What follows belongs to an exercise in optimizing a design on an open flow for a short achievable clock period and few clock cycles; a production flow would make more cautious choices.
At most, simulation tests tie the RTL to the original design; equivalence was not proved.
Function not checked in run 1: the RTL went through the layout flow alone.
No activity file was given, so power comes from the tool's default toggle rates.

==> design/flow/design.v <==
`default_nettype none
package cache_pkg;
	localparam int addr_w = 16;
	localparam int data_w = 32;
	localparam int index_w = 4;
	localparam int tag_w = addr_w - index_w;
	localparam int lines = 1 << index_w;
	localparam int csr_sel_w = 2;
	localparam logic [csr_sel_w-1:0] csr_ctrl = 2'd0;
	localparam logic [csr_sel_w-1:0] csr_hits = 2'd1;
	localparam logic [csr_sel_w-1:0] csr_misses = 2'd2;
endpackage
`default_nettype wire
`timescale 1ns/1ps
`default_nettype none
module cache_store
(
	input  logic                           clk,
	input  logic                           rst,
	input  logic [cache_pkg::index_w-1:0]  lookup_index,
	input  logic [cache_pkg::tag_w-1:0]    lookup_tag,
	output logic                           hit,
	output logic                           victim_dirty,
	output logic [cache_pkg::tag_w-1:0]    victim_tag,
	output logic [cache_pkg::data_w-1:0]   line_data,
	input  logic                           wr_en,
	input  logic [cache_pkg::index_w-1:0]  wr_index,
	input  logic [cache_pkg::tag_w-1:0]    wr_tag,
	input  logic [cache_pkg::data_w-1:0]   wr_data,
	input  logic                           wr_dirty
);
	logic [cache_pkg::lines-1:0] valid_q;
	logic [cache_pkg::lines-1:0] dirty_q;
	logic [cache_pkg::tag_w-1:0] tag_q [cache_pkg::lines];
	logic [cache_pkg::data_w-1:0] data_q [cache_pkg::lines];
	logic [cache_pkg::lines-1:0] match;
	always_comb
		for (int i = 0; i < cache_pkg::lines; i++)
			match[i] = valid_q[i] && (tag_q[i] == lookup_tag);
	assign line_data = data_q[lookup_index];
	assign victim_tag = tag_q[lookup_index];
	assign hit = match[lookup_index];
	assign victim_dirty = valid_q[lookup_index] && dirty_q[lookup_index];
	always_ff @(posedge clk or negedge rst)
	begin
		if (!rst)
		begin
			valid_q <= '0;
			dirty_q <= '0;
		end
		else if (wr_en)
		begin
			valid_q[wr_index] <= 1'b1;
			dirty_q[wr_index] <= wr_dirty;
		end
	end
	always_ff @(posedge clk)
	begin
		if (wr_en)
		begin
			tag_q[wr_index] <= wr_tag;
			data_q[wr_index] <= wr_data;
		end
	end
endmodule
`default_nettype wire
`timescale 1ns/1ps
`default_nettype none
module cache_csr
(
	input  logic                             clk,
	input  logic                             rst,
	input  logic                             csr_req,
	input  logic                             csr_we,
	input  logic [cache_pkg::csr_sel_w-1:0]  csr_sel,
	input  logic [cache_pkg::data_w-1:0]     csr_wdata,
	output logic                             csr_ack,
	output logic [cache_pkg::data_w-1:0]     csr_rdata,
	output logic                             enable,
	input  logic                             hit_pulse,
	input  logic                             miss_pulse
);
	logic [cache_pkg::data_w-1:0] hits_q;
	logic [cache_pkg::data_w-1:0] misses_q;
	logic access;
	assign access = csr_req && !csr_ack;
	always_ff @(posedge clk or negedge rst)
	begin
		if (!rst)
		begin
			csr_ack <= 1'b0;
			enable <= 1'b1;
			hits_q <= '0;
			misses_q <= '0;
		end
		else
		begin
			csr_ack <= csr_req;
			if (access && csr_we && (csr_sel == cache_pkg::csr_ctrl))
				enable <= csr_wdata[0];
			if (access && csr_we && (csr_sel == cache_pkg::csr_hits))
				hits_q <= '0;
			else if (hit_pulse && (hits_q != '1))
				hits_q <= hits_q + 1'b1;
			if (access && csr_we && (csr_sel == cache_pkg::csr_misses))
				misses_q <= '0;
			else if (miss_pulse && (misses_q != '1))
				misses_q <= misses_q + 1'b1;
		end
	end
	always_ff @(posedge clk)
	begin
		if (access && !csr_we)
		begin
			case (csr_sel)
				cache_pkg::csr_ctrl:   csr_rdata <= {{(cache_pkg::data_w-1){1'b0}}, enable};
				cache_pkg::csr_hits:   csr_rdata <= hits_q;
				cache_pkg::csr_misses: csr_rdata <= misses_q;
				default:               csr_rdata <= '0;
			endcase
		end
	end
endmodule
`default_nettype wire
`timescale 1ns/1ps
`default_nettype none
module cache_ctrl
(
	input  logic                           clk,
	input  logic                           rst,
	input  logic                           cpu_req,
	input  logic                           cpu_we,
	input  logic [cache_pkg::addr_w-1:0]   cpu_addr,
	input  logic [cache_pkg::data_w-1:0]   cpu_wdata,
	output logic                           cpu_ack,
	output logic [cache_pkg::data_w-1:0]   cpu_rdata,
	output logic                           mem_req,
	output logic                           mem_we,
	output logic [cache_pkg::addr_w-1:0]   mem_addr,
	output logic [cache_pkg::data_w-1:0]   mem_wdata,
	input  logic                           mem_ack,
	input  logic [cache_pkg::data_w-1:0]   mem_rdata,
	input  logic                           enable,
	output logic                           hit_pulse,
	output logic                           miss_pulse,
	output logic [cache_pkg::index_w-1:0]  lookup_index,
	output logic [cache_pkg::tag_w-1:0]    lookup_tag,
	input  logic                           hit,
	input  logic                           victim_dirty,
	input  logic [cache_pkg::tag_w-1:0]    victim_tag,
	input  logic [cache_pkg::data_w-1:0]   line_data,
	output logic                           wr_en,
	output logic [cache_pkg::index_w-1:0]  wr_index,
	output logic [cache_pkg::tag_w-1:0]    wr_tag,
	output logic [cache_pkg::data_w-1:0]   wr_data,
	output logic                           wr_dirty
);
	logic idle_q;
	logic ack_q;
	logic rdw_q;
	logic fill_q;
	logic rd_pend_q;
	logic rd_wait_q;
	logic [cache_pkg::addr_w-1:0] addr_q;
	logic [cache_pkg::data_w-1:0] rdata_q;
	logic nx_valid_q;
	logic nx_we_q;
	logic [cache_pkg::addr_w-1:0] nx_addr_q;
	logic [cache_pkg::data_w-1:0] nx_wdata_q;
	logic nx_pend_q;
	logic [cache_pkg::addr_w-1:0] nx_raddr_q;
	logic start;
	logic busy;
	logic promote;
	logic full;
	logic cached;
	logic go_hit;
	logic go_cur;
	logic go_nx;
	logic mem_done;
	logic fill;
	logic victim_wb;
	logic new_we;
	logic [cache_pkg::addr_w-1:0] new_addr;
	logic [cache_pkg::data_w-1:0] new_wdata;
	assign lookup_index = cpu_addr[cache_pkg::index_w-1:0];
	assign lookup_tag = cpu_addr[cache_pkg::addr_w-1:cache_pkg::index_w];
	assign start = idle_q && cpu_req;
	assign busy = mem_req || rd_pend_q;
	assign promote = !busy && nx_valid_q;
	assign full = busy && nx_valid_q;
	assign cached = enable && hit;
	assign go_hit = start && cached;
	assign go_cur = start && !cached && !busy && !nx_valid_q;
	assign go_nx = start && !cached && cpu_we && !go_cur && !full;
	assign mem_done = mem_req && mem_ack;
	assign fill = rdw_q && fill_q && mem_ack;
	assign victim_wb = enable && victim_dirty;
	assign new_we = enable ? victim_dirty : cpu_we;
	assign new_addr = victim_wb ? {victim_tag, lookup_index} : cpu_addr;
	assign new_wdata = victim_wb ? line_data : cpu_wdata;
	assign cpu_ack = (cpu_req && ack_q) || (cpu_req && cpu_we && idle_q && !full) || (rdw_q && mem_ack);
	assign cpu_rdata = rdata_q | (mem_rdata & {cache_pkg::data_w{rdw_q}});
	always_ff @(posedge clk or negedge rst)
	begin
		if (!rst)
		begin
			idle_q <= 1'b1;
			ack_q <= 1'b0;
			rdw_q <= 1'b0;
			fill_q <= 1'b0;
			rd_pend_q <= 1'b0;
			rd_wait_q <= 1'b0;
			mem_req <= 1'b0;
			mem_we <= 1'b0;
			nx_valid_q <= 1'b0;
			wr_en <= 1'b0;
			hit_pulse <= 1'b0;
			miss_pulse <= 1'b0;
		end
		else
		begin
			wr_en <= ((go_hit || go_cur || go_nx) && enable && cpu_we) || fill;
			hit_pulse <= go_hit;
			miss_pulse <= (go_cur || go_nx) && enable;
			if (go_hit || go_nx)
			begin
				idle_q <= 1'b0;
				ack_q <= 1'b1;
			end
			else if (go_cur)
			begin
				idle_q <= 1'b0;
				ack_q <= cpu_we;
			end
			else if (ack_q && !cpu_req)
			begin
				idle_q <= 1'b1;
				ack_q <= 1'b0;
			end
			if (go_cur)
			begin
				mem_req <= 1'b1;
				if (victim_wb)
					rd_pend_q <= 1'b1;
				else
					rdw_q <= !cpu_we;
			end
			if (start && !busy && !nx_valid_q)
			begin
				fill_q <= enable;
				rd_wait_q <= !cpu_we;
				mem_we <= new_we;
			end
			if (go_nx)
				nx_valid_q <= 1'b1;
			else if (promote)
				nx_valid_q <= 1'b0;
			if (promote)
			begin
				mem_req <= 1'b1;
				mem_we <= nx_we_q;
				rd_pend_q <= nx_pend_q;
				rd_wait_q <= 1'b0;
			end
			if (mem_done)
			begin
				mem_req <= 1'b0;
				if (rdw_q)
				begin
					rdw_q <= 1'b0;
					ack_q <= 1'b1;
				end
			end
			else if (!mem_req && rd_pend_q)
			begin
				mem_req <= 1'b1;
				mem_we <= 1'b0;
				rd_pend_q <= 1'b0;
				rdw_q <= rd_wait_q;
			end
		end
	end
	always_ff @(posedge clk)
	begin
		if (start && !busy && !nx_valid_q)
		begin
			addr_q <= cpu_addr;
			mem_addr <= new_addr;
			mem_wdata <= new_wdata;
		end
		else if (promote)
		begin
			addr_q <= nx_raddr_q;
			mem_addr <= nx_addr_q;
			mem_wdata <= nx_wdata_q;
		end
		else if (!mem_req && rd_pend_q)
			mem_addr <= addr_q;
		if (start && !full)
		begin
			nx_we_q <= new_we;
			nx_addr_q <= new_addr;
			nx_wdata_q <= new_wdata;
			nx_pend_q <= victim_wb;
			nx_raddr_q <= cpu_addr;
		end
		if (start)
			rdata_q <= line_data;
		else if (rdw_q && mem_ack)
			rdata_q <= mem_rdata;
		else if (!idle_q && !ack_q)
			rdata_q <= '0;
		if (start)
		begin
			wr_index <= lookup_index;
			wr_tag <= lookup_tag;
			wr_data <= cpu_wdata;
			wr_dirty <= 1'b1;
		end
		else if (rdw_q && mem_ack)
		begin
			wr_index <= addr_q[cache_pkg::index_w-1:0];
			wr_tag <= addr_q[cache_pkg::addr_w-1:cache_pkg::index_w];
			wr_data <= mem_rdata;
			wr_dirty <= 1'b0;
		end
	end
endmodule
`default_nettype wire
`timescale 1ns/1ps
`default_nettype none
module cache_top
(
	input  logic                             clk,
	input  logic                             rst,
	input  logic                             cpu_req,
	input  logic                             cpu_we,
	input  logic [cache_pkg::addr_w-1:0]     cpu_addr,
	input  logic [cache_pkg::data_w-1:0]     cpu_wdata,
	output logic                             cpu_ack,
	output logic [cache_pkg::data_w-1:0]     cpu_rdata,
	output logic                             mem_req,
	output logic                             mem_we,
	output logic [cache_pkg::addr_w-1:0]     mem_addr,
	output logic [cache_pkg::data_w-1:0]     mem_wdata,
	input  logic                             mem_ack,
	input  logic [cache_pkg::data_w-1:0]     mem_rdata,
	input  logic                             csr_req,
	input  logic                             csr_we,
	input  logic [cache_pkg::csr_sel_w-1:0]  csr_sel,
	input  logic [cache_pkg::data_w-1:0]     csr_wdata,
	output logic                             csr_ack,
	output logic [cache_pkg::data_w-1:0]     csr_rdata
);
	logic enable;
	logic hit_pulse;
	logic miss_pulse;
	logic [cache_pkg::index_w-1:0] lookup_index;
	logic [cache_pkg::tag_w-1:0] lookup_tag;
	logic hit;
	logic victim_dirty;
	logic [cache_pkg::tag_w-1:0] victim_tag;
	logic [cache_pkg::data_w-1:0] line_data;
	logic wr_en;
	logic [cache_pkg::index_w-1:0] wr_index;
	logic [cache_pkg::tag_w-1:0] wr_tag;
	logic [cache_pkg::data_w-1:0] wr_data;
	logic wr_dirty;
	cache_ctrl i_ctrl (.*);
	cache_store i_store (.*);
	cache_csr i_csr (.*);
endmodule
`default_nettype wire
==> design/flow/run.sh <==
#!/bin/bash
# synth_recipe.tcl (not shown) runs the flow's synth.tcl, then flattens the netlist and writes it again
# the make line also repeats each setting of config.mk as NAME=value (left out here)
make -C /OpenROAD-flow-scripts/flow DESIGN_CONFIG=/design/flow/config.mk WORK_HOME=/design/flow/orfs CLKGATE_MAP_FILE= SYNTH_SCRIPT=/design/flow/synth_recipe.tcl finish
==> design/flow/config.mk <==
export PLATFORM = sky130hd
export DESIGN_NAME = cache_top
export DESIGN_NICKNAME = cache_top
export VERILOG_FILES = /design/flow/design.v
export SDC_FILE = /design/flow/constraint.sdc
export NUM_CORES = 4
export LEC_CHECK = 0
export CAP_MARGIN = 20
export CORE_MARGIN = 2
export CORE_UTILIZATION = 40
export SETUP_SLACK_MARGIN = 5
export SLEW_MARGIN = 20
==> design/flow/constraint.sdc <==
create_clock -name core_clock -period 8.0 [get_ports {clk}]
set_input_delay 1.6000 -clock core_clock [delete_from_list [all_inputs] [get_ports {clk}]]
set_output_delay 1.6000 -clock core_clock [all_outputs]
set_load 0.01 [all_outputs]
==> results of run 1 <==
==> layout by cell type (no fill, tap or decap), types with 38 or more instances in the layout <==
cell type        n
nor2_1          72
buf_6           60
nand2_1        321
a22o_1          67
dlygate4sd2_1   46
xor2_1          81
xnor2_1         98
nand4_1         40
nand2_2         38
edfxtp_1       942
dfrtp_1        106
mux2_4          44
mux4_2         222
buf_16          50
buf_4          109
buf_2           40
clkbuf_16      110
==> metal layers <==
| layer | part of all wire [%] | GRT usage [%] | wire length, microns |
|---|---|---|---|
| met5 | 0.0096 | 0 | 13 |
| met1 | 40 | 32.16 | 53860 |
| met2 | 48 | 37.62 | 64430 |
| met4 | 3.3 | 7.130 | 4421 |
| met3 | 9.0 | 4.904 | 12160 |
==> per-stage QoR <==
| stage | setup slack [ns] | util (%) | instances | hold slack, ns |
|---|---|---|---|---|
| 3_3_place_gp | 2.624 | 43.99 | 4253 | 0.4661 |
| 6_report | 4.225 | 50.90 | 4620 | 0.4835 |
| 5_1_grt | 4.210 | 50.90 | 4620 | 0.5229 |
| 4_1_cts | 4.228 | 50.09 | 4580 | 0.4860 |
| 2_1_floorplan | 4.372 | - | 2657 | 0.4480 |
| 3_5_place_dp | 2.621 | 44.01 | 4253 | 0.4731 |
==> state kept, by name (all words and copies together) (netlist names), 32 cells and up <==
signal / cells
i_store.data_q: 512
i_store.tag_q: 192
i_csr.csr_rdata: 32
i_csr.hits_q: 32
i_csr.misses_q: 32
i_ctrl.mem_wdata: 32
i_ctrl.nx_wdata_q: 32
i_ctrl.rdata_q: 32
i_ctrl.wr_data: 32
==> area by class of cell <==
cell class	count	area, sq um
sequential	1053	31070
timing repair buffer	425	5289
fill	8903	54260
tap	1488	1862
antenna	1	2.502
clock inverter	62	729.5
inverter	19	75.07
multi-input combinational	1438	14370
clock buffer	134	2860
==> where the power goes <==
group	internal (mW)	switching, mW	leakage, nW
clock	2.99	2.12	1.74
combinational	1.07	1.55	7.89
sequential	6.97	0.649	10.0
==> logic make-up after synthesis <==
logic type	Yosys count
and+or+nand+nor	669
xor gates and xnor gates	249
muxes	272
buffers and inverters	169
DFF	1053
AOI/OAI and AO/OA	238
adders and majority gates	7
==> worst max-delay path, delay by kind of cell <==
kind | cells | cell delay [ns]
buf+inv | 2 | 0.24
simple gates | 3 | 0.33
==> final timing paths <==
check / from / endpoint / slack [ns] / depth (start not counted)
setup / recovery: cpu_req / cpu_ack / 4.23 / 5
hold / removal: i_ctrl.fill_q / i_ctrl.fill_q / 0.48 / 2
setup reg to reg: i_ctrl.wr_index[0] / i_store.data_q[5][1] / 5.09 / 4
hold reg to reg: i_ctrl.fill_q / i_ctrl.fill_q / 0.48 / 2
max in group asynchronous: rst / i_ctrl.rdw_q / 5.71 / 2
min in group asynchronous: rst / i_csr.hits_q[23] / 0.93 / 1
==> repair_timing <==
item,CTS,global route
setup endpoints to repair,682,212
gates resized for setup,794,121
cloned,53,3
buffers inserted,78,36
pin swaps,29,22
==> results.py, run 1 <==
metrics = {
    "critical_path": {
        "cp-start-kind": "primary input",
        "worstPathRequired_ns": 6.40,
        "end_kind": "output pin",
        "cpMostUsedCell": "nand3_4",
        "crit_fanout": 4,
        "cp_slowest_cell": "and2_4",
        "crit_type": "in -> out",
        "arrival_ns": 2.17,
        "crit_chain": "buf_12, and2_4, nand3_4, nand3_4, buf_6",
        "max_stage_delay_ns": 0.16,
    },
    "clocking": {
        "cts_tree": "done",
        "worstSkewPairLatency_ns": 0.69,
        "cts_hold_buf": 0,
        "root_buffer": "clkbuf_16",
        "clock_sinks": 1053,
        "cts_buffers": 107,
        "clkTransAtPathRegs_ns": 0.06,
        "htreeDepth": 3,
        "cts.path.max_buffers": 3,
    },
    "global_route": {
        "antenna_found_initial": 4,
        "grt_pass1_vias": 26920,
        "grt_max_degree": 71,
        "groute.usage.overall_pct": 23.42,
        "grt_pass1_wl_microns": 191400,
        "overflow": 0,
    },
    "die": {
        "rows": 122,
        "coreArea_sq_um": 110500,
        "pin_count": 237,
        "die_h_microns": 337.6,
        "die_area_sq_um": 114000,
        "start_util_pct": 40.27,
        "fp.dieW_microns": 337.6,
    },
    "synthesis": {
        "syn_inst": 2657,
        "synth_top_cells_by_count": "942 x edfxtp_1, 363 x nand2_1, 222 x mux4_2",
        "synth_cell_type_count": 64,
        "syn_avg_cell_area_sq_um": 16.75,
        "yosysMostFrequentCell": "edfxtp_1",
        "seq_area_frac_synth_pct": 69.79,
        "synth.mux.area_fraction_pct": 12.49,
        "yosys-top-cells-area": "edfxtp_1 64%, mux4_2 11%, dfrtp_1 6.1%",
        "synth_top_family_by_area": "multiplexers",
        "synth-simple-area-share_pct": 6.828,
        "synth_xor_area_share_pct": 4.900,
        "netlist_area_sq_um": 44510,
        "synthAdderAreaFrac_pct": 0.1968,
        "async_flop_share_pct": 10.45,
        "synth_top_cell_area_share_pct": 63.55,
        "synth-edff-count": 942,
        "synth_largest_area_cell": "edfxtp_1",
        "ys.flop_type": "edfxtp_1",
        "synth_compound_area_share_pct": 3.834,
        "syn_nets": 2785,
        "ys_warn_count": 3,
        "ys_ff_latch": 1053,
    },
    "timing": {
        "slew_headroom_pct": 25.22,
        "max_freq_mhz": 264.9,
        "min_period_ns": 3.775,
        "period_share_pct": 47.19,
        "finalSetupTns_ns": 0,
        "setup_violations": 0,
        "finClkSkew_ns": 0.02300,
        "tightest_slew_ns": 1.122,
        "hold_violations": 0,
        "report.final.slew_viol_count": 0,
        "rsz0062_at_grt": "true",
    },
    "place": {
        "portBuffers": 205,
        "hpwlAfterDp_microns": 70800,
        "placedInstanceArea_sq_um": 48630,
        "routabilityCongestion": 0.9167,
    },
    "power": {
        "finalPower_mw": 15.35,
        "ir_worst_vdd_mv": 0.1885,
        "power.leakage_nw": 19.66,
        "p_per_area_nw_per_um2": 272.8,
    },
    "min_path": {
        "hp-class": "reg -> reg",
    },
    "finish": {
        "nets": 3172,
        "area_growth_syn_to_layout_pct": 26.38,
        "drive_gt1_share_pct": 30.63,
        "postLayoutCellArea_sq_um": 56250,
    },
    "routing": {
        "dr.pass1.iters": 6,
        "viasPerCell": 5.792,
        "initialDrtViolationCount": 2871,
        "wirelength_microns": 134900,
        "drt_drc_violations_left": 0,
        "wl_per_cell_microns": 29.19,
        "drtAntennaViolNets": 0,
        "num_vias": 26760,
    },
    "run_status": {
        "outcome": "finished clean",
    },
    "job": {
        "max-cap-violations": 0,
    },
}
==> run 2, diff against run 1 <==
--- a/design/flow/design.v
+++ b/design/flow/design.v
@@ -171,2 +171,3 @@
 	logic [cache_pkg::addr_w-1:0] nx_raddr_q;
+	logic room_q;
 	logic start;
@@ -185,2 +186,5 @@
 	logic [cache_pkg::data_w-1:0] new_wdata;
+	logic mem_req_d;
+	logic rd_pend_d;
+	logic nx_valid_d;
 	assign lookup_index = cpu_addr[cache_pkg::index_w-1:0];
@@ -201,3 +205,6 @@
 	assign new_wdata = victim_wb ? line_data : cpu_wdata;
-	assign cpu_ack = (cpu_req && ack_q) || (cpu_req && cpu_we && idle_q && !full) || (rdw_q && mem_ack);
+	assign cpu_ack = (cpu_req && ack_q) || (cpu_req && cpu_we && room_q) || (rdw_q && mem_ack);
+	assign mem_req_d = (mem_req && !mem_ack) || go_cur || promote || (!mem_req && rd_pend_q);
+	assign rd_pend_d = (go_cur && victim_wb) || (promote && nx_pend_q) || (rd_pend_q && mem_req);
+	assign nx_valid_d = go_nx || (nx_valid_q && !promote);
 	assign cpu_rdata = rdata_q | (mem_rdata & {cache_pkg::data_w{rdw_q}});
@@ -216,2 +223,3 @@
 			nx_valid_q <= 1'b0;
+			room_q <= 1'b1;
 			wr_en <= 1'b0;
@@ -222,2 +230,3 @@
 		begin
+			room_q <= !((mem_req_d || rd_pend_d) && nx_valid_d);
 			wr_en <= ((go_hit || go_cur || go_nx) && enable && cpu_we) || fill;
--- a/design/flow/config.mk
+++ b/design/flow/config.mk
@@ -10,3 +10,3 @@
 export CORE_UTILIZATION = 40
-export SETUP_SLACK_MARGIN = 5
+export SETUP_SLACK_MARGIN = 4.45
 export SLEW_MARGIN = 20
==> run 2 against run 1 <==
  * Register-to-register slack worse by 0.28 ns
  * Clock skew is 0.0019 ns lower
  * Critical path depth is 1 lower
  * Sequential cell count is 1 higher
  * Worst setup slack better by 0.12 ns
  * Worst hold slack better by 0.0039 ns
  * Critical endpoint unchanged
  * Highest routed layer unchanged
==> results.py, run 2 <==
metrics = {
    "die": {
        "pin_count": 237,
        "rows": 122,
        "die_h_microns": 337.5,
        "fp.dieW_microns": 337.5,
        "die_area_sq_um": 113900,
        "start_util_pct": 40.25,
        "coreArea_sq_um": 110500,
    },
    "timing": {
        "min_period_ns": 3.656,
        "finClkSkew_ns": 0.02108,
        "period_share_pct": 45.70,
        "setup_violations": 0,
        "finalSetupTns_ns": 0,
        "hold_violations": 0,
        "report.final.slew_viol_count": 0,
        "slew_headroom_pct": 20.65,
        "max_freq_mhz": 273.5,
        "rsz0062_at_grt": "true",
        "tightest_slew_ns": 1.190,
    },
    "finish": {
        "largest_reg_flops": 512,
        "area_growth_syn_to_layout_pct": 20.46,
        "nets": 3085,
        "layout_common_cells": "942 x edfxtp_1, 356 x nand2_1, 221 x mux4_2, 126 x xnor2_1, 120 x clkdlybuf4s50_1",
        "reg_top3": "i_store.data_q: 512 flops, i_store.tag_q: 192 flops",
        "final_util_pct": 48.48,
        "drive_gt1_share_pct": 23.66,
        "fillers": 9230,
        "mostFrequentLayoutCell": "edfxtp_1",
        "antenna_cells": 0,
        "regMostFlops": "i_store.data_q",
        "fin_cells": 4540,
        "postLayoutCellArea_sq_um": 53580,
    },
    "power": {
        "p_sw_mw": 2.566,
        "pwr-share-comb_pct": 6.0,
        "p_int_mw": 9.348,
        "power.leakage_nw": 18.68,
        "p_sw_share_pct": 21.54,
        "p_clk_share_pct": 42.9,
        "seqPwrFrac_pct": 51.1,
        "p_per_area_nw_per_um2": 222.4,
        "ir_worst_vdd_mv": 0.1760,
    },
    "clocking": {
        "htreeDepth": 3,
        "root_buffer": "clkbuf_16",
        "worstSkewPairLatency_ns": 0.69,
        "cts_buffers": 109,
        "cts_hold_buf": 0,
        "clock_sinks": 1054,
        "clkTransAtPathRegs_ns": 0.06,
        "cts.path.max_buffers": 3,
        "cts_tree": "done",
    },
    "job": {
        "max-cap-violations": 0,
    },
    "synthesis": {
        "seq_area_frac_synth_pct": 69.90,
        "synth_top_cell_area_share_pct": 63.60,
        "syn_avg_cell_area_sq_um": 16.73,
        "synth_largest_area_cell": "edfxtp_1",
        "syn_nets": 2787,
        "netlist_area_sq_um": 44480,
        "ys.flop_type": "edfxtp_1",
        "synth_top_cells_by_count": "942 x edfxtp_1, 359 x nand2_1, 221 x mux4_2",
        "ys_warn_count": 3,
        "synth_cell_type_count": 62,
        "async_flop_share_pct": 10.53,
        "ys_ff_latch": 1054,
        "yosys-top-cells-area": "edfxtp_1 64%, mux4_2 11%, dfrtp_1 6.1%",
        "synth-edff-count": 942,
        "syn_inst": 2659,
        "yosysMostFrequentCell": "edfxtp_1",
    },
    "routing": {
        "num_vias": 25910,
        "wl_per_cell_microns": 27.25,
        "initialDrtViolationCount": 2825,
        "drtAntennaViolNets": 0,
        "drt_drc_violations_left": 0,
        "dr.pass1.iters": 6,
        "viasPerCell": 5.707,
        "wirelength_microns": 123700,
    },
    "critical_path": {
        "worstPathRequired_ns": 6.40,
        "crit_type": "in -> out",
        "end_kind": "output pin",
        "cp-start-kind": "primary input",
        "crit_fanout": 4,
        "arrival_ns": 2.06,
        "rrSetupSlack_ns": 4.81,
    },
    "run_status": {
        "outcome": "finished clean",
    },
    "place": {
        "place_inst": 4262,
        "placedInstanceArea_sq_um": 48590,
        "routabilityCongestion": 0.8899,
        "portBuffers": 205,
        "hpwlAfterDp_microns": 71500,
    },
    "min_path": {
        "hp-class": "reg -> reg",
    },
    "global_route": {
        "grt_pass1_vias": 25900,
        "overflow": 0,
        "groute.usage.overall_pct": 21.51,
        "antenna_found_initial": 5,
        "grt_max_degree": 83,
        "grt_pass1_wl_microns": 178200,
    },
}
[run 2: cell types whose count changed in the layout (fill, tap and decap cells not counted), sizes merged, moves of 8 or more]
| cell | change |
|---|---|
| buf | -120 |
| clkdlybuf4s15 | -16 |
| clkdlybuf4s50 | +83 |
| clkinv | +13 |
| dlygate4sd2 | -45 |
| nand3 | +9 |
| nand4 | +8 |
| xnor2 | +18 |
| xor2 | -21 |
[run 2: metrics by stage]
step / setup slack [ns] / total power [mW] / hold WS (ns)
after global placement: 2.516 / 6.804 / 0.4667
after CTS: 4.342 / 11.97 / 0.4852
final: 4.344 / 11.91 / 0.4874
after floorplan: 4.348 / 6.605 / 0.4486
after global routing: 4.326 / 12.26 / 0.5248
after detailed placement: 2.433 / 6.825 / 0.4720
[run 2: logic make-up (layout without fill, tap and decap cells)]
family,after synthesis,after routing,share of synthesized area (%)
flops,1054,1054,69.90
simple gates,683,683,7.013
mux,273,273,12.50
xor+xnor,246,246,4.861
compound gates,234,234,3.840
buf+inv,161,554,1.674
fa+ha+maj,8,8,0.2222
[run 2: path summary, 6_finish.rpt]
check,startpoint,cells past startpoint,endpoint
worst min register to register,i_ctrl.fill_q,2,i_ctrl.fill_q
worst max-delay path,cpu_we,4,cpu_ack
worst min-delay path,i_ctrl.fill_q,2,i_ctrl.fill_q
max in group asynchronous,rst,2,i_csr.misses_q[30]
min in group asynchronous,rst,1,i_csr.hits_q[10]
worst max register to register,i_ctrl.wr_index[0],5,i_store.tag_q[2][10]
[run 2: timing repair]
| item | CTS | global route |
|---|---|---|
| gates cloned | 9 | 6 |
| endpoints found under the setup margin | 279 | 71 |
| buffers inserted | 36 | 19 |
| pin swaps | 12 | 15 |
| gates resized for setup | 451 | 35 |
[run 2: worst max-delay path, stage by stage]
cell     delay (ns)
buf_12         0.11
a21oi_4        0.13
o21ai_4        0.08
buf_6          0.12
[run 2: per-layer routing]
layer	routed length, microns	vias up	track usage [%]
li1	-	10950	-
met1	51750	13600	30.79
met2	58710	1161	34.25
met3	10110	202	3.350
met4	3102	6	6.080
met5	47	-	0
[run 2: power by group through the flow]
stage	clock network, mW	logic (mW)	registers [mW]
finish	5.11	0.720	6.09
global route	5.40	0.767	6.09
CTS	5.19	0.695	6.08
detailed placement	0	0.626	6.20
global placement	0	0.612	6.19
floorplan	0	0.434	6.17
[run 2: layout make-up]
type | instances | area, sq um | area share, %
Timing Repair Buffer | 332 | 3595 | 6.709
Clock buffer | 133 | 2902 | 5.415
Clock inverter | 73 | 691.9 | 1.291
Timing Repair inverter | 1 | 8.758 | 0.01635
Sequential cell | 1054 | 31090 | 58.03
Multi-Input combinational cell | 1444 | 13360 | 24.93
Inverter | 15 | 72.57 | 0.1354
Tap cell | 1488 | 1862 | 3.475
Testbench counts of run 2, summed over its fixed seeds: cycles 21,218.
==> run 3, diff against run 2 <==
--- a/design/flow/config.mk
+++ b/design/flow/config.mk
@@ -10,3 +10,3 @@
 export CORE_UTILIZATION = 40
-export SETUP_SLACK_MARGIN = 4.45
+export SETUP_SLACK_MARGIN = 3.0
 export SLEW_MARGIN = 20
==> run 3 against run 2 <==
  * Sequential cell count did not move
  * Die area did not move
  * Register-to-register slack got worse by 0.19 ns
  * Combinational power fell by 16%
  * Clock-buffer cell count rose by 10
  * Sequential power barely moved
  * First-iteration DRC count fell by 11%
  * Synthesized cell count did not move
  * Worst hold slack got worse by 0.0034 ns
  * Global-route usage fell by 0.17 points
  * Clock power fell by 6.1%
  * Power fell by 3.5%
==> results.py, run 3 <==
metrics = {
    "synthesis": {
        "syn_avg_cell_area_sq_um": 16.73,
        "synthAdderAreaFrac_pct": 0.2222,
        "seq_area_frac_synth_pct": 69.90,
        "netlist_area_sq_um": 44480,
        "syn_nets": 2787,
        "synth.mux.area_fraction_pct": 12.50,
        "synth_top_family_by_area": "multiplexers",
        "ys.flop_type": "edfxtp_1",
        "yosys-top-cells-area": "edfxtp_1 64%, mux4_2 11%, dfrtp_1 6.1%",
        "synth_top_cell_area_share_pct": 63.60,
        "synth_xor_area_share_pct": 4.861,
        "synth_compound_area_share_pct": 3.840,
        "ys_warn_count": 3,
        "synth_top_cells_by_count": "942 x edfxtp_1, 359 x nand2_1, 221 x mux4_2",
        "synth-edff-count": 942,
        "synth_largest_area_cell": "edfxtp_1",
        "async_flop_share_pct": 10.53,
        "synth_cell_type_count": 62,
        "ys_ff_latch": 1054,
        "syn_inst": 2659,
        "yosysMostFrequentCell": "edfxtp_1",
        "synth-simple-area-share_pct": 7.013,
    },
    "job": {
        "max-cap-violations": 0,
    },
    "finish": {
        "drive_gt1_share_pct": 17.60,
        "fillers": 9369,
        "reg_top3": "i_store.data_q: 512 flops, i_store.tag_q: 192 flops",
        "regMostFlops": "i_store.data_q",
        "layout_common_cells": "942 x edfxtp_1, 357 x nand2_1, 221 x mux4_2, 200 x clkdlybuf4s50_1, 136 x xnor2_1",
        "final_util_pct": 46.85,
        "largest_reg_flops": 512,
        "mostFrequentLayoutCell": "edfxtp_1",
        "area_growth_syn_to_layout_pct": 16.40,
        "nets": 3008,
    },
    "global_route": {
        "grt_pass1_vias": 25790,
        "grt_pass1_wl_microns": 176700,
        "overflow": 0,
        "antenna_found_initial": 5,
        "groute.usage.overall_pct": 21.34,
        "grt_max_degree": 125,
    },
    "timing": {
        "max_freq_mhz": 202.9,
        "finalSetupTns_ns": 0,
        "min_period_ns": 4.930,
        "fin_ws_ns": 3.070,
        "slew_headroom_pct": 23.80,
        "period_share_pct": 61.62,
        "report.final.slew_viol_count": 0,
        "tightest_slew_ns": 1.143,
        "rsz0062_at_grt": "false",
        "setup_violations": 0,
        "hold_violations": 0,
        "finClkSkew_ns": 0.05381,
    },
    "routing": {
        "initialDrtViolationCount": 2501,
        "viasPerCell": 5.742,
        "wirelength_microns": 121900,
        "dr.pass1.iters": 5,
        "wl_per_cell_microns": 27.33,
        "drt_drc_violations_left": 0,
        "num_vias": 25610,
        "drtAntennaViolNets": 0,
    },
    "min_path": {
        "hp-start": "i_store.dirty_q[3]",
        "hp-class": "reg -> reg",
        "hold_end": "i_store.dirty_q[3]",
        "holdPathStages": 2,
    },
    "clocking": {
        "cts.path.max_buffers": 3,
        "worstSkewPairLatency_ns": 0.69,
        "htreeDepth": 3,
        "cts_tree": "done",
        "cts_buffers": 106,
        "post-cts-setup-buffers": 0,
        "cts_hold_buf": 0,
        "clock_sinks": 1054,
        "clkTransAtPathRegs_ns": 0.06,
        "root_buffer": "clkbuf_16",
    },
    "critical_path": {
        "startpoint": "mem_ack",
        "end_kind": "output pin",
        "rrSetupSlack_ns": 4.62,
        "r2r_end": "i_ctrl.rdw_q",
        "crit_fanout": 5,
        "cpMostUsedCell": "clkdlybuf4s50_1",
        "max_stage_delay_ns": 0.62,
        "crit_type": "in -> out",
        "cp_slowest_cell": "clkdlybuf4s50_1",
        "cp-start-kind": "primary input",
        "r2r_cells": 8,
        "arrival_ns": 3.33,
        "crit_chain": "clkdlybuf4s50_1, nand2_1, o21ai_1, clkdlybuf4s50_1",
        "r2r-start": "i_store.tag_q[0][0]",
        "worstPathRequired_ns": 6.40,
    },
    "run_status": {
        "outcome": "finished clean",
    },
    "power": {
        "ir_worst_vdd_mv": 0.2079,
        "p_per_area_nw_per_um2": 222.1,
        "power.leakage_nw": 17.51,
    },
    "place": {
        "hpwlAfterDp_microns": 73000,
        "pre_cts_ws_ns": 2.650,
        "portBuffers": 205,
        "routabilityCongestion": 0.9275,
    },
    "die": {
        "die_h_microns": 337.5,
        "pin_count": 237,
        "coreArea_sq_um": 110500,
        "rows": 122,
        "fp.dieW_microns": 337.5,
        "start_util_pct": 40.25,
        "die_area_sq_um": 113900,
    },
}
-- run 3: cell types whose count changed in the layout (fill, tap and decap cells not counted), sizes merged, moves of 3 or more --
cell           previous run  this run
dlymetal6s2s              3         0
buf                     188        59
bufinv                   13         6
bufbuf                    8         0
clkinvlp                  4         1
clkinv                   56        46
clkdlybuf4s50           120       200
-- run 3: logic make-up after synthesis --
kind of cell	count (synthesis)
adders and majority gates	8
buffers and inverters	161
DFF	1054
muxes	273
and+or+nand+nor	683
xor gates and xnor gates	246
AOI/OAI and AO/OA	234
-- run 3: repair_timing --
item,4_1_cts,5_1_grt
setup endpoints to repair,1,0
resized for setup,1,0
hold endpoints to repair,0,0
-- run 3: cell type report --
cell class	instances	area, sq um	area share, %
Sequential cell	1054	31090	60.05
Multi-Input combinational cell	1444	12840	24.81
Clock buffer	143	2841	5.488
Timing Repair Buffer	259	2551	4.928
Tap cell	1488	1862	3.596
Clock inverter	56	523.0	1.010
Inverter	15	57.56	0.1112
Antenna cell	1	2.502	0.004833
-- run 3: report_power, final --
group	switching, mW	internal, mW	total [mW]	leakage, nW
sequential	0.0919	6.00	6.09	10.1
combinational	0.321	0.285	0.606	5.81
clock	2.11	2.70	4.80	1.64
-- run 3: worst max-delay path by stage --
| stage | to | slack (ns) | cells after the start |
|---|---|---|---|
| floorplan | i_store.dirty_q[0] | 3.02 | 6 |
| global placement | i_ctrl.mem_wdata[19] | 2.67 | 7 |
| detailed placement | i_ctrl.rdw_q | 2.65 | 9 |
| CTS | cpu_ack | 3.11 | 4 |
| global route | cpu_ack | 3.06 | 4 |
| finish | cpu_ack | 3.07 | 4 |
-- run 3: metrics by stage --
stage	instances	hold slack [ns]	total power [mW]	area, sq um
6_report	4460	0.4840	11.50	51770
5_1_grt	4459	0.5010	11.84	51770
4_1_cts	4456	0.4851	11.58	51680
3_5_place_dp	4257	0.4709	6.800	48310
3_3_place_gp	4256	0.4640	6.780	48290
2_1_floorplan	2659	0.4486	6.561	44480
-- run 3: per-layer routing --
layer  track usage [%]  wire [microns]  vias up
li1                  -               -    10780
met1             29.55           50780    13450
met2             35.10           58960     1156
met3             3.419            8915      213
met4             5.835            3177        8
met5                 0              52        -
-- run 3: critical path: cells and delay by family --
family                 cells  cell delay [ns]
AO/OA/AOI/OAI              1             0.34
AND/OR/NAND/NOR            1             0.21
buffers and inverters      2             1.17
==> run 4, diff against run 3 <==
--- a/design/flow/config.mk
+++ b/design/flow/config.mk
@@ -10,3 +10,3 @@
 export CORE_UTILIZATION = 40
-export SETUP_SLACK_MARGIN = 3.0
+export SETUP_SLACK_MARGIN = 5
 export SLEW_MARGIN = 20
==> run 4 against run 3 <==
  * Sequential power hardly changed
  * Via count rose by 4.4%
  * Register-to-register slack better by 0.56 ns
  * Final cell count increased by 3.5%
  * Worst hold slack improved by 0.0017 ns
  * Clock-buffer cell count down 6
  * Utilization rose by 3.3 points
  * Clock power rose by 5.4%
  * Worst setup slack better by 1.3 ns
  * Sequential cell count unchanged
  * Critical endpoint unchanged
  * Largest cell class unchanged
  * Largest power group unchanged
==> results.py, run 4 <==
metrics = {
    "run_status": {
        "outcome": "finished clean",
    },
    "critical_path": {
        "cp-start-kind": "primary input",
        "crit_type": "in -> out",
        "arrival_ns": 2.04,
        "cp_slowest_cell": "buf_2",
        "crit_chain": "buf_4, nand2_4, o21ai_2, buf_2",
        "worstPathRequired_ns": 6.40,
        "r2r-start": "i_store.tag_q[8][11]",
        "end_kind": "output pin",
        "max_stage_delay_ns": 0.15,
        "crit_fanout": 4,
        "startpoint": "mem_ack",
    },
    "synthesis": {
        "yosys-top-cells-area": "edfxtp_1 64%, mux4_2 11%, dfrtp_1 6.1%",
        "synth_top_cells_by_count": "942 x edfxtp_1, 359 x nand2_1, 221 x mux4_2",
        "synth-edff-count": 942,
        "netlist_area_sq_um": 44480,
        "yosysMostFrequentCell": "edfxtp_1",
        "syn_inst": 2659,
        "synth_top_cell_area_share_pct": 63.60,
        "ys_ff_latch": 1054,
        "syn_avg_cell_area_sq_um": 16.73,
        "ys.flop_type": "edfxtp_1",
        "async_flop_share_pct": 10.53,
        "ys_warn_count": 3,
        "synth_largest_area_cell": "edfxtp_1",
        "syn_nets": 2787,
        "seq_area_frac_synth_pct": 69.90,
        "synth_cell_type_count": 62,
    },
    "finish": {
        "layout_common_cells": "942 x edfxtp_1, 312 x nand2_1, 221 x mux4_2, 117 x xnor2_1, 113 x clkbuf_16",
        "reg_top3": "i_store.data_q: 512 flops, i_store.tag_q: 192 flops",
        "ff_latch_area_sq_um": 31090,
        "mostFrequentLayoutCell": "edfxtp_1",
        "largest_reg_flops": 512,
        "nets": 3165,
        "fillers": 9088,
        "regMostFlops": "i_store.data_q",
        "area_growth_syn_to_layout_pct": 24.53,
        "drive_gt1_share_pct": 29.23,
        "postLayoutCellArea_sq_um": 55390,
        "multiInputGateArea_sq_um": 13840,
        "fin_cells": 4617,
        "final_util_pct": 50.12,
    },
    "power": {
        "p_sw_share_pct": 22.11,
        "p_clk_share_pct": 42.1,
        "p_int_mw": 9.355,
        "p_per_area_nw_per_um2": 216.8,
        "ir_worst_vdd_mv": 0.1968,
        "p_sw_mw": 2.655,
        "finalPower_mw": 12.01,
        "pwr-share-comb_pct": 7.2,
        "seqPwrFrac_pct": 50.7,
        "power.leakage_nw": 19.53,
    },
    "min_path": {
        "hp-start": "i_store.dirty_q[14]",
        "hp-class": "reg -> reg",
    },
    "place": {
        "portBuffers": 205,
        "hpwlAfterDp_microns": 70250,
        "placedInstanceArea_sq_um": 48620,
        "place_inst": 4261,
        "routabilityCongestion": 0.8773,
        "pre_cts_ws_ns": 2.532,
    },
    "job": {
        "max-cap-violations": 0,
    },
    "timing": {
        "report.final.slew_viol_count": 0,
        "max_freq_mhz": 274.7,
        "fin_ws_ns": 4.359,
        "holdWs_ns": 0.4858,
        "rsz0062_at_grt": "true",
        "finalSetupTns_ns": 0,
        "tightest_slew_ns": 1.124,
        "setup_violations": 0,
        "period_share_pct": 45.51,
        "min_period_ns": 3.641,
        "hold_violations": 0,
        "finClkSkew_ns": 0.03392,
        "slew_headroom_pct": 25.07,
    },
    "global_route": {
        "overflow": 0,
        "groute.usage.overall_pct": 22.96,
        "grt_pass1_vias": 26710,
        "grt_pass1_wl_microns": 187900,
        "antenna_found_initial": 3,
        "grt_max_degree": 75,
        "grt.busiest_layer": "met2",
        "use_met3_pct": 4.009,
        "use_met1_pct": 32.03,
        "gr-usage-met2_pct": 37.12,
    },
    "clocking": {
        "clkTransAtPathRegs_ns": 0.06,
        "root_buffer": "clkbuf_16",
        "cts_hold_buf": 0,
        "clock_sinks": 1054,
        "cts_tree": "done",
        "worstSkewPairLatency_ns": 0.72,
        "cts_buffers": 110,
        "cts.path.max_buffers": 3,
        "htreeDepth": 3,
    },
    "routing": {
        "wirelength_microns": 131500,
        "num_vias": 26740,
        "drt_drc_violations_left": 0,
        "initialDrtViolationCount": 3184,
        "dr.pass1.iters": 5,
        "viasPerCell": 5.791,
        "drtAntennaViolNets": 0,
        "wl_per_cell_microns": 28.47,
    },
    "die": {
        "rows": 122,
        "start_util_pct": 40.25,
        "fp.dieW_microns": 337.5,
        "die_h_microns": 337.5,
        "die_area_sq_um": 113900,
        "pin_count": 237,
        "coreArea_sq_um": 110500,
    },
}
## run 4: cell counts after synthesis
Identical to the previous run, type by type.
## run 4: worst paths after layout
| kind | slack (ns) | depth (start not counted) | to |
|---|---|---|---|
| min | 0.49 | 2 | i_store.dirty_q[14] |
| min in group asynchronous | 0.89 | 1 | i_csr.hits_q[15] |
| max reg2reg | 5.18 | 9 | i_ctrl.nx_valid_q |
| max in group asynchronous | 5.74 | 2 | i_store.valid_q[6] |
| max | 4.36 | 4 | cpu_ack |
| min reg2reg | 0.49 | 2 | i_store.dirty_q[14] |
## run 4: repair_timing
action / 4_1_cts / 5_1_grt
setup endpoints to repair: 486 / 185
gates resized for setup: 765 / 113
pin swaps: 32 / 47
buffers inserted: 91 / 18
cloned: 42 / 1
## run 4: final cells by class
| cell class | instances | area share (%) |
|---|---|---|
| clock inverter | 65 | 1.123 |
| inverter | 15 | 0.1378 |
| multi-input combinational | 1445 | 24.99 |
| sequential | 1054 | 56.14 |
| timing repair buffer | 410 | 8.977 |
| antenna | 2 | 0.009036 |
| timing repair inverter | 1 | 0.01355 |
| tap | 1488 | 3.361 |
| clock buffer | 137 | 5.247 |
## run 4: metal layers
layer  share of wire (%)  up-vias
li1                    -    11100
met1                  41    14130
met2                  48     1268
met3                 8.3      235
met4                 3.0        4
met5               0.021        -
## run 4: critical path, delay by kind of cell
kind                   cells  cell delay, ns
AND/OR/NAND/NOR            1            0.06
buffers and inverters      2            0.28
AO/OA/AOI/OAI              1            0.10
## run 4: power groups by stage
stage	Clock (mW)	Combinational, mW	Sequential [mW]
final	5.06	0.863	6.09
after global routing	5.34	0.908	6.09
after CTS	5.12	0.836	6.08
after detailed placement	0	0.629	6.20
after global placement	0	0.617	6.19
after floorplan	0	0.443	6.17
## run 4: cells by family after synthesis
family / share of synthesized area [%]
buffers and inverters: 1.674
xor gates and xnor gates: 4.861
muxes: 12.50
adders and majority gates: 0.2222
and+or+nand+nor: 7.013
DFF: 69.90
AOI/OAI and AO/OA: 3.840
==> run 5, diff against run 4 <==
--- a/design/flow/design.v
+++ b/design/flow/design.v
@@ -172,2 +172,3 @@
 	logic room_q;
+	logic tail_q;
 	logic start;
@@ -192,3 +193,3 @@
 	assign start = idle_q && cpu_req;
-	assign busy = mem_req || rd_pend_q;
+	assign busy = mem_req || rd_pend_q || tail_q;
 	assign promote = !busy && nx_valid_q;
@@ -206,4 +207,4 @@
 	assign cpu_ack = (cpu_req && ack_q) || (cpu_req && cpu_we && room_q) || (rdw_q && mem_ack);
-	assign mem_req_d = (mem_req && !mem_ack) || go_cur || promote || (!mem_req && rd_pend_q);
-	assign rd_pend_d = (go_cur && victim_wb) || (promote && nx_pend_q) || (rd_pend_q && mem_req);
+	assign mem_req_d = (mem_req && !mem_ack) || go_cur || promote || (!mem_req && !tail_q && rd_pend_q);
+	assign rd_pend_d = (go_cur && victim_wb) || (promote && nx_pend_q) || (rd_pend_q && (mem_req || tail_q));
 	assign nx_valid_d = go_nx || (nx_valid_q && !promote);
@@ -224,2 +225,3 @@
 			room_q <= 1'b1;
+			tail_q <= 1'b0;
 			wr_en <= 1'b0;
@@ -230,3 +232,4 @@
 		begin
-			room_q <= !((mem_req_d || rd_pend_d) && nx_valid_d);
+			room_q <= !((mem_req_d || rd_pend_d || mem_done) && nx_valid_d);
+			tail_q <= mem_done;
 			wr_en <= ((go_hit || go_cur || go_nx) && enable && cpu_we) || fill;
@@ -283,3 +286,3 @@
 			end
-			else if (!mem_req && rd_pend_q)
+			else if (!mem_req && !tail_q && rd_pend_q)
 			begin
@@ -306,3 +309,3 @@
 		end
-		else if (!mem_req && rd_pend_q)
+		else if (!mem_req && !tail_q && rd_pend_q)
 			mem_addr <= addr_q;
==> run 5 against run 4 <==
  * Sequential power increased by 23%
  * Critical path depth decreased by 1
  * Utilization about the same
  * Sequential share of layout area about the same
  * Via count decreased by 1.8%
  * Area after synthesis increased by 0.44%
  * First-iteration DRC count increased by 2.2%
  * Cell area increased by 0.12%
  * Worst hold slack improved by 0.011 ns
  * Largest cell class unchanged
  * Highest routed layer unchanged
==> results.py, run 5 <==
metrics = {
    "synthesis": {
        "syn_avg_cell_area_sq_um": 17.29,
        "yosys-top-cells-area": "edfxtp_1 63%, mux4_2 11%, dfrtp_1 6.1%",
        "yosysMostFrequentCell": "edfxtp_1",
        "synth_cell_type_count": 65,
        "syn_nets": 2712,
        "netlist_area_sq_um": 44670,
        "async_flop_share_pct": 10.62,
        "ys_ff_latch": 1055,
        "synth_top_cell_area_share_pct": 63.32,
        "synth_largest_area_cell": "edfxtp_1",
        "seq_area_frac_synth_pct": 69.65,
        "synth-edff-count": 942,
        "ys_warn_count": 3,
        "ys.flop_type": "edfxtp_1",
        "syn_inst": 2584,
        "synth_top_cells_by_count": "942 x edfxtp_1, 259 x nand2_1, 213 x mux4_2",
    },
    "routing": {
        "viasPerCell": 5.751,
        "initialDrtViolationCount": 3255,
        "wl_per_cell_microns": 28.63,
        "wirelength_microns": 130700,
        "drt_drc_violations_left": 0,
        "num_vias": 26250,
        "drtAntennaViolNets": 0,
        "dr.pass1.iters": 7,
    },
    "power": {
        "p_sw_mw": 4.178,
        "ir_worst_vdd_mv": 0.1711,
        "power.leakage_nw": 19.56,
        "finalPower_mw": 15.01,
        "seqPwrFrac_pct": 49.8,
        "pwr-share-comb_pct": 16.4,
        "p_per_area_nw_per_um2": 270.6,
        "p_int_mw": 10.83,
        "p_clk_share_pct": 33.8,
        "p_sw_share_pct": 27.84,
    },
    "timing": {
        "max_freq_mhz": 273.6,
        "finClkSkew_ns": 0.03281,
        "report.final.slew_viol_count": 0,
        "tightest_slew_ns": 1.179,
        "holdWs_ns": 0.4964,
        "setup_violations": 0,
        "period_share_pct": 45.68,
        "hold_violations": 0,
        "finalSetupTns_ns": 0,
        "min_period_ns": 3.655,
        "rsz0062_at_grt": "true",
        "slew_headroom_pct": 21.39,
    },
    "critical_path": {
        "arrival_ns": 2.05,
        "cp-start-kind": "primary input",
        "end_kind": "output pin",
        "max_stage_delay_ns": 0.20,
        "crit_chain": "buf_8, a21o_1, buf_2",
        "rrSetupSlack_ns": 5.08,
        "worstPathRequired_ns": 6.40,
        "crit_type": "in -> out",
        "cp_slowest_cell": "a21o_1",
        "crit_fanout": 2,
    },
    "clocking": {
        "root_buffer": "clkbuf_16",
        "cts_tree": "done",
        "htreeDepth": 3,
        "cts.path.max_buffers": 3,
        "cts_buffers": 111,
        "worstSkewPairLatency_ns": 0.72,
        "clkTransAtPathRegs_ns": 0.06,
        "clock_sinks": 1055,
    },
    "global_route": {
        "grt_pass1_wl_microns": 189100,
        "grt_max_degree": 67,
        "groute.usage.overall_pct": 22.69,
        "grt_pass1_vias": 26290,
        "antenna_found_initial": 3,
        "overflow": 0,
    },
    "die": {
        "fp.dieW_microns": 338.2,
        "die_area_sq_um": 114400,
        "coreArea_sq_um": 110700,
        "pin_count": 237,
        "die_h_microns": 338.2,
        "rows": 122,
        "start_util_pct": 40.37,
    },
    "finish": {
        "largest_reg_flops": 512,
        "layout_common_cells": "942 x edfxtp_1, 255 x nand2_1, 216 x mux4_2, 131 x xor2_1, 119 x buf_4",
        "drive_gt1_share_pct": 29.08,
        "fin_cells": 4564,
        "nets": 3106,
        "regMostFlops": "i_store.data_q",
        "reg_top3": "i_store.data_q: 512 flops, i_store.tag_q: 192 flops",
        "mostFrequentLayoutCell": "edfxtp_1",
        "area_growth_syn_to_layout_pct": 24.13,
    },
    "place": {
        "place_inst": 4183,
        "routabilityCongestion": 0.9031,
        "hpwlAfterDp_microns": 71430,
        "portBuffers": 205,
    },
    "min_path": {
        "hp-class": "reg -> reg",
    },
    "job": {
        "max-cap-violations": 0,
    },
    "run_status": {
        "outcome": "finished clean",
    },
}
-- run 5: cell count changes after synthesis, sizes merged, moves of 8 or more --
| cell | before | now |
|---|---|---|
| nand2 | 359 | 259 |
| xnor2 | 136 | 103 |
| xor2 | 110 | 143 |
| mux2 | 48 | 80 |
| o21ai | 59 | 43 |
| nand3 | 58 | 45 |
| a21o | 34 | 46 |
| a22oi | 31 | 19 |
| nand4 | 48 | 36 |
| a22o | 64 | 74 |
| and3 | 13 | 21 |
-- run 5: worst paths after layout --
check	from	endpoint	cells after the start
max in group asynchronous	rst	i_ctrl.rdw_q	2
worst min register to register	i_ctrl.fill_q	i_ctrl.fill_q	2
worst max register to register	i_ctrl.wr_index[2]	i_store.data_q[6][2]	3
min in group asynchronous	rst	i_csr.hits_q[0]	1
worst max-delay path	mem_rdata[30]	cpu_rdata[30]	3
worst min-delay path	i_ctrl.fill_q	i_ctrl.fill_q	2
-- run 5: power by group through the flow --
stage                     clock network, mW  logic [mW]  registers, mW
after floorplan                           0        1.28           7.36
after global placement                    0        2.18           7.52
after detailed placement                  0        2.20           7.58
after CTS                              5.16        2.39           7.47
after global routing                   5.38        2.60           7.55
final                                  5.07        2.46           7.47
-- run 5: layout make-up --
| cell class | count | area [sq um] |
|---|---|---|
| antenna | 2 | 5.005 |
| clock buffer | 148 | 3019 |
| clock inverter | 61 | 575.6 |
| fill | 8920 | 55210 |
| inverter | 16 | 83.83 |
| multi-input combinational | 1366 | 13730 |
| sequential | 1055 | 31120 |
| tap | 1488 | 1862 |
| timing repair buffer | 428 | 5060 |
-- run 5: timing repair --
item                                    in CTS  in global routing
endpoints found under the setup margin     695                412
resized for setup                          769                 68
setup buffers                               98                 34
pin swaps                                   71                 27
hold buffers                                 0                  0
cloned                                      38                  0
-- run 5: stage by stage --
stage | instance area, sq um | setup WS [ns] | util [%]
2_1_floorplan | 45290 | 4.144 | -
3_3_place_gp | 48640 | 2.362 | 43.95
3_5_place_dp | 48640 | 2.329 | 43.95
4_1_cts | 54870 | 4.352 | 49.58
5_1_grt | 55450 | 4.348 | 50.11
6_report | 55460 | 4.345 | 50.11
-- run 5: kinds of logic (layout without fill, tap and decap cells) --
group	Yosys count	after routing	share of synthesized area, %
flip-flops	1055	1055	69.65
buffers and inverters	165	653	1.734
XOR/XNOR	246	246	4.823
adder cells (fa/ha/maj)	8	8	0.2184
multiplexers	302	302	13.75
AND/OR/NAND/NOR	569	570	5.896
other	0	2	0
AO/OA/AOI/OAI	239	240	3.935
-- run 5: routing by layer --
| layer | track usage (%) | vias up | wire [microns] |
|---|---|---|---|
| met5 | 0 | - | 9 |
| met4 | 6.966 | 2 | 3648 |
| met3 | 4.318 | 206 | 11130 |
| met2 | 35.53 | 1250 | 61370 |
| met1 | 32.24 | 13870 | 54500 |
| li1 | - | 10930 | - |
-- run 5: worst max-delay path, delay by kind of cell --
kind / cells / cell delay, ns
buf+inv: 2 / 0.25
compound gates: 1 / 0.20
Testbench counts of run 5, summed over its fixed seeds: cycles 22,520.

==> re-timing with driven ports <==
How much do the figures lean on ideal ports? The routed layouts below were timed once more, with nothing changed but the port constraints. Step 1 (the two cells are an assumption about what drives the block):
set clk [get_ports {clk}]
set_driving_cell -lib_cell sky130_fd_sc_hd__clkbuf_16 $clk
set_driving_cell -lib_cell sky130_fd_sc_hd__buf_2 [delete_from_list [all_inputs] $clk]
Step 2 adds t to the input delays and takes it off the output delays; t is the mean of the earliest and latest rising clock arrival at the registers after step 1. Input paths then give back, and output paths get back, about the clock's delay inside the block. Three values: no drivers, after step 1, after step 2; two values: the first two.
| run | t, ns | setup slack, ns | worst hold slack (ns) | clock arrival spread, ns | worst slew at a driven data input, ns |
|---|---|---|---|---|---|
| run 1 | 0.749 | 4.225 / 4.145 / 3.601 | 0.483 / 0.483 / 0.483 | 0.032 / 0.032 | 0.59 |
| run 2 | 0.755 | 4.344 / 4.284 / 3.632 | 0.487 / 0.487 / 0.487 | 0.022 / 0.022 | 0.24 |
| run 3 | 0.734 | 3.070 / 2.995 / 2.545 | 0.484 / 0.484 / 0.484 | 0.055 / 0.055 | 0.13 |
| run 4 | 0.774 | 4.359 / 4.303 / 3.529 | 0.486 / 0.486 / 0.486 | 0.036 / 0.035 | 0.53 |
| run 5 | 0.772 | 4.345 / 4.277 / 3.550 | 0.496 / 0.496 / 0.496 | 0.035 / 0.035 | 0.49 |
After both steps setup and hold are still met in every run listed. The setup slack of run 4, which loses most, moves by -0.056 ns with the drivers and by -0.830 ns with both steps.
